What follows belongs to an exercise in optimizing a design on an open flow for small area and a short achievable clock period; a production flow would make more cautious choices.
RTL that was checked went through simulation tests only; none was proved equivalent to the original.
Power figures rest on the tool's default switching activity, not on a simulated workload.

Setup of the baseline:
==> flow/design.v <==
`default_nettype none
module dm_a22o (
  input  logic a1, a2, b1, b2,
  output logic x
);
  assign x = (a1 & a2) | (b1 & b2);
endmodule
module dm_rd8 (
  input  logic [7:0] s,
  input  logic [7:0] d,
  output logic       y
);
  logic [3:0] t;
  for (genvar i = 0; i < 4; i++) begin : g_t
    assign t[i] = ~((s[2*i] & d[2*i]) | (s[2*i+1] & d[2*i+1]));
  end
  assign y = ~&t;
endmodule
module dm_nand4 (
  input  logic a, b, c, d,
  output logic y
);
  assign y = ~(a & b & c & d);
endmodule
module dm_sign (
  input  logic [3:0] sel,
  input  logic [3:0] b7,
  output logic       s
);
  assign s = |(sel & b7);
endmodule
module dm_nand4en (
  input  logic a, b, c, d, en,
  output logic y
);
  assign y = en & ~(a & b & c & d);
endmodule
module dm_nand2 (
  input  logic a, b,
  output logic y
);
  assign y = ~(a & b);
endmodule
module dm_nor2 (
  input  logic a, b,
  output logic y
);
  assign y = ~(a | b);
endmodule
module data_mem_sized #(
  parameter int DEPTH     = 64,
  parameter int ADDR_W    = 8,
  parameter int LATENCY   = 1,
  parameter int INIT_MODE = 1
) (
  input  logic              clk,
  input  logic              rst,
  input  logic              req_valid,
  output logic              req_ready,
  input  logic              req_we,
  input  logic [1:0]        req_size,
  input  logic              req_unsigned,
  input  logic [ADDR_W-1:0] req_addr,
  input  logic [31:0]       req_wdata,
  output logic              resp_valid,
  output logic [31:0]       resp_rdata,
  output logic              resp_err,
  output logic              init_busy
);
  logic [2047:0] mem_q;    
  logic [2047:0] mem_d;
  logic        busy_q;
  logic        ready_q;
  logic [5:0]  cnt_q;
  logic        resp_valid_q;
  logic        resp_err_q;
  logic        req_err;
  logic        accept;
  logic        st;
  logic [31:0] rd_word;
  logic [31:0] load_data;
  logic [3:0]  lane_mask;
  logic [31:0] lane_data;
  assign accept = req_valid && !busy_q && !rst;
  always_comb begin
    case (req_size)
      2'b00:   req_err = 1'b0;
      2'b01:   req_err = req_addr[0];
      2'b10:   req_err = |req_addr[1:0];
      default: req_err = 1'b1;
    endcase
  end
  logic [7:0]  pre_lo, pre_hi;
  logic [63:0] rowsel;
  always_comb begin
    for (int i = 0; i < 8; i++) begin
      pre_lo[i] = (req_addr[4:2] == 3'(i));
      pre_hi[i] = (req_addr[7:5] == 3'(i));
    end
    for (int w = 0; w < 64; w++) rowsel[w] = pre_lo[w % 8] && pre_hi[w / 8];
  end
  logic       ld;           
  logic [3:0] sel0;         
  logic       sel1_lo;      
  logic       sel1_hi;      
  logic       sel1_s;       
  logic       selw;         
  logic [3:0] ssel;         
  assign ld = !req_we && !req_err;
  always_comb begin
    sel0    = 4'b0000;
    sel1_lo = 1'b0;
    sel1_hi = 1'b0;
    sel1_s  = 1'b0;
    selw    = 1'b0;
    ssel    = 4'b0000;
    case (req_size)
      2'b00: begin
        sel0   = 4'b0001 << req_addr[1:0];
        sel1_s = 1'b1;
        ssel   = req_unsigned ? 4'b0000 : (4'b0001 << req_addr[1:0]);
      end
      2'b01: begin
        sel0    = req_addr[1] ? 4'b0100 : 4'b0001;
        sel1_lo = !req_addr[1];
        sel1_hi = req_addr[1];
        ssel    = req_unsigned ? 4'b0000 : (req_addr[1] ? 4'b1000 : 4'b0010);
      end
      default: begin
        sel0    = 4'b0001;
        sel1_lo = 1'b1;
        selw    = 1'b1;
      end
    endcase
    if (!ld) begin
      sel0    = 4'b0000;
      sel1_lo = 1'b0;
      sel1_hi = 1'b0;
      sel1_s  = 1'b0;
      selw    = 1'b0;
    end
  end
  logic [63:0] sgn_w;
  for (genvar w = 0; w < 64; w++) begin : g_sgnw
    dm_sign u_sgn (
      .sel(ssel),
      .b7({mem_q[32*w+31], mem_q[32*w+23], mem_q[32*w+15], mem_q[32*w+7]}),
      .s(sgn_w[w])
    );
  end
  logic [2:0] sgn;
  for (genvar j = 0; j < 33; j++) begin : g_rcol
    logic [7:0]  t2;
    logic [3:0]  t3;
    for (genvar g = 0; g < 8; g++) begin : g_l2
      logic [7:0] dcol;
      for (genvar i = 0; i < 8; i++) begin : g_d
        assign dcol[i] = (j < 32) ? mem_q[32*(8*g+i)+(j % 32)] : sgn_w[8*g+i];
      end
      dm_rd8 u_g (.s(rowsel[8*g +: 8]), .d(dcol), .y(t2[g]));
    end
    for (genvar g = 0; g < 4; g++) begin : g_l3
      dm_nor2 u_g (.a(t2[2*g]), .b(t2[2*g+1]), .y(t3[g]));
    end
    if (j < 32) begin : g_data
      dm_nand4 u_l4 (.a(t3[0]), .b(t3[1]), .c(t3[2]), .d(t3[3]), .y(rd_word[j]));
    end else begin : g_sign
      for (genvar c = 0; c < 3; c++) begin : g_c
        dm_nand4en u_l4 (.a(t3[0]), .b(t3[1]), .c(t3[2]), .d(t3[3]),
                         .en(c == 0 ? sel1_s : ld), .y(sgn[c]));
      end
    end
  end
  logic [31:0] rdw_q;
  logic [2:0]  sgn_q;
  logic [3:0]  sel0_q;
  logic        sel1_lo_q, sel1_hi_q, selw_q;
  always_ff @(posedge clk) begin
    rdw_q     <= rd_word;
    sgn_q     <= sgn;
    sel0_q    <= sel0;
    sel1_lo_q <= sel1_lo;
    sel1_hi_q <= sel1_hi;
    selw_q    <= selw;
  end
  always_comb begin
    for (int k = 0; k < 8; k++) begin
      load_data[k]    = (sel0_q[0] & rdw_q[k])      | (sel0_q[1] & rdw_q[8+k])
                      | (sel0_q[2] & rdw_q[16+k])   | (sel0_q[3] & rdw_q[24+k]);
      load_data[8+k]  = (sel1_lo_q & rdw_q[8+k]) | (sel1_hi_q & rdw_q[24+k]) | sgn_q[0];
      load_data[16+k] = (selw_q & rdw_q[16+k]) | sgn_q[1];
      load_data[24+k] = (selw_q & rdw_q[24+k]) | sgn_q[2];
    end
  end
  assign st = accept && req_we && !req_err;
  always_comb begin
    case (req_size)
      2'b00: begin
        lane_mask = 4'b0001 << req_addr[1:0];
        lane_data = {4{req_wdata[7:0]}};
      end
      2'b01: begin
        lane_mask = req_addr[1] ? 4'b1100 : 4'b0011;
        lane_data = {2{req_wdata[15:0]}};
      end
      default: begin
        lane_mask = 4'b1111;
        lane_data = req_wdata;
      end
    endcase
  end
  logic [3:0]  lane_en;
  logic [31:0] wd0, wd1;
  assign lane_en = st ? lane_mask : 4'h0;
  assign wd0 = busy_q ? 32'h0 : lane_data;
  assign wd1 = busy_q ? 32'h1F : lane_data;
  logic [7:0]  wpre_lo, wpre_hi;
  logic [63:0] wrow, wrow_n;
  logic [3:0]  wlane, wlane_n;
  always_comb begin
    for (int i = 0; i < 8; i++) begin
      wpre_lo[i] = busy_q || pre_lo[i];
      wpre_hi[i] = busy_q || pre_hi[i];
    end
    for (int w = 0; w < 64; w++) begin
      wrow[w]   = wpre_lo[w % 8] && wpre_hi[w / 8];
      wrow_n[w] = !(wpre_lo[w % 8] && wpre_hi[w / 8]);
    end
    wlane   = lane_en | {4{busy_q}};
    wlane_n = ~(lane_en | {4{busy_q}});
  end
  for (genvar w = 0; w < 64; w++) begin : g_word
    for (genvar b = 0; b < 4; b++) begin : g_lane
      logic wen, hold;
      dm_nor2  u_wen  (.a(wrow_n[w]), .b(wlane_n[b]), .y(wen));
      dm_nand2 u_hold (.a(wrow[w]),   .b(wlane[b]),   .y(hold));
      for (genvar j = 0; j < 8; j++) begin : g_bit
        localparam int K = 8*b + j;
        dm_a22o u_nxt (
          .a1(wen),  .a2((((w % 32) >> K) & 1) != 0 ? wd1[K] : wd0[K]),
          .b1(hold), .b2(mem_q[32*w+K]),
          .x(mem_d[32*w+K])
        );
      end
    end
  end
  always_ff @(posedge clk) begin
    mem_q <= mem_d;
  end
  always_ff @(posedge clk) begin
    if (rst) begin
      busy_q  <= 1'b1;
      ready_q <= 1'b0;
      cnt_q   <= 6'd0;
    end else if (busy_q) begin
      cnt_q <= cnt_q + 6'd1;
      if (cnt_q == 6'd63) begin
        busy_q  <= 1'b0;
        ready_q <= 1'b1;
      end
    end
  end
  always_ff @(posedge clk) begin
    resp_valid_q <= accept;
    resp_err_q   <= req_err;
  end
  assign req_ready  = ready_q;
  assign init_busy  = busy_q;
  assign resp_valid = resp_valid_q;
  assign resp_rdata = load_data;
  assign resp_err   = resp_err_q;
endmodule
`default_nettype wire
make LEC_CHECK=0 CAP_MARGIN=20 CORE_MARGIN=2 CORE_UTILIZATION=47 CTS_CLUSTER_DIAMETER=100 CTS_CLUSTER_SIZE=25 PLACE_DENSITY=0.57 SETUP_SLACK_MARGIN=5 SLEW_MARGIN=20 SYNTH_HIERARCHICAL=1 TNS_END_PERCENT=100 finish   # period 8.0 ns
run.sh (not shown) runs the stock make flow with config.mk's settings and CLKGATE_MAP_FILE= SYNTH_SCRIPT=/design/flow/synth_recipe.tcl, a recipe that flattens the netlist after the stock synthesis.
Relative to the baseline, the following input files were edited for the candidate:
--- a/flow/design.v
+++ b/flow/design.v
@@ -26,16 +26,10 @@
   input  logic [3:0] sel,
   input  logic [3:0] b7,
   output logic       s
 );
   assign s = |(sel & b7);
-endmodule
-module dm_nand4en (
-  input  logic a, b, c, d, en,
-  output logic y
-);
-  assign y = en & ~(a & b & c & d);
 endmodule
 module dm_nand2 (
   input  logic a, b,
   output logic y
 );
@@ -138,40 +132,32 @@
       sel1_hi = 1'b0;
       sel1_s  = 1'b0;
       selw    = 1'b0;
     end
   end
-  logic [63:0] sgn_w;
-  for (genvar w = 0; w < 64; w++) begin : g_sgnw
-    dm_sign u_sgn (
-      .sel(ssel),
-      .b7({mem_q[32*w+31], mem_q[32*w+23], mem_q[32*w+15], mem_q[32*w+7]}),
-      .s(sgn_w[w])
-    );
-  end
-  logic [2:0] sgn;
-  for (genvar j = 0; j < 33; j++) begin : g_rcol
+  for (genvar j = 0; j < 32; j++) begin : g_rcol
     logic [7:0]  t2;
     logic [3:0]  t3;
     for (genvar g = 0; g < 8; g++) begin : g_l2
       logic [7:0] dcol;
       for (genvar i = 0; i < 8; i++) begin : g_d
-        assign dcol[i] = (j < 32) ? mem_q[32*(8*g+i)+(j % 32)] : sgn_w[8*g+i];
+        assign dcol[i] = mem_q[32*(8*g+i)+j];
       end
       dm_rd8 u_g (.s(rowsel[8*g +: 8]), .d(dcol), .y(t2[g]));
     end
     for (genvar g = 0; g < 4; g++) begin : g_l3
       dm_nor2 u_g (.a(t2[2*g]), .b(t2[2*g+1]), .y(t3[g]));
     end
-    if (j < 32) begin : g_data
-      dm_nand4 u_l4 (.a(t3[0]), .b(t3[1]), .c(t3[2]), .d(t3[3]), .y(rd_word[j]));
-    end else begin : g_sign
-      for (genvar c = 0; c < 3; c++) begin : g_c
-        dm_nand4en u_l4 (.a(t3[0]), .b(t3[1]), .c(t3[2]), .d(t3[3]),
-                         .en(c == 0 ? sel1_s : ld), .y(sgn[c]));
-      end
-    end
+    dm_nand4 u_l4 (.a(t3[0]), .b(t3[1]), .c(t3[2]), .d(t3[3]), .y(rd_word[j]));
+  end
+  logic [2:0] sgn;
+  for (genvar c = 0; c < 3; c++) begin : g_sgn
+    dm_sign u_sgn (
+      .sel(ssel & {4{c == 0 ? sel1_s : ld}}),
+      .b7({rd_word[31], rd_word[23], rd_word[15], rd_word[7]}),
+      .s(sgn[c])
+    );
   end
   logic [31:0] rdw_q;
   logic [2:0]  sgn_q;
   logic [3:0]  sel0_q;
   logic        sel1_lo_q, sel1_hi_q, selw_q;
### Flow results
[diff] final critical delay including setup and external delays, the candidate relative to the baseline: improvement. Compare the baseline and the candidate | sequential cell area share lower: the candidate. The candidate vs the baseline on area growth from synthesis to layout: the candidate is the higher one. The candidate reports its first element of the critical path as rdw_q[9] while the baseline reports sel1_lo_q. The baseline fits on a die that is larger than the die of the candidate. Status: switching part of the total power parity (the baseline, the candidate). Relative to the baseline, the post-layout utilization of the core of the candidate is higher by 2.8 points.
Function not checked in the candidate: the RTL went through the layout flow alone.

==> port drivers added, routing unchanged <==
The results above use ideal ports. As a check the final layouts listed here were re-extracted and re-timed, cells and wires unchanged. Step 1, drivers: a clkbuf_16 drives clk and a buf_2 each remaining input, both assumed. Step 2 adds t to the input delays and takes it off the output delays; t is the mean of the earliest and latest rising clock arrival at the registers after step 1. Input paths then give back, and output paths get back, about the clock's delay inside the block. a / b / c = ideal / step 1 / step 2; a / b = the first two.
run | t (ns) | setup WS [ns] | worst setup path after step 2 | worst slew at a driven data input, ns
the baseline | 0.833 | 4.579 / 4.499 / 3.943 | input to register | 0.18
the candidate | 0.827 | 4.619 / 4.540 / 3.765 | input to register | 0.28
After both steps setup and hold are still met in every run listed. The setup slack of the candidate, which loses most, moves by -0.079 ns with the drivers and by -0.854 ns with both steps.
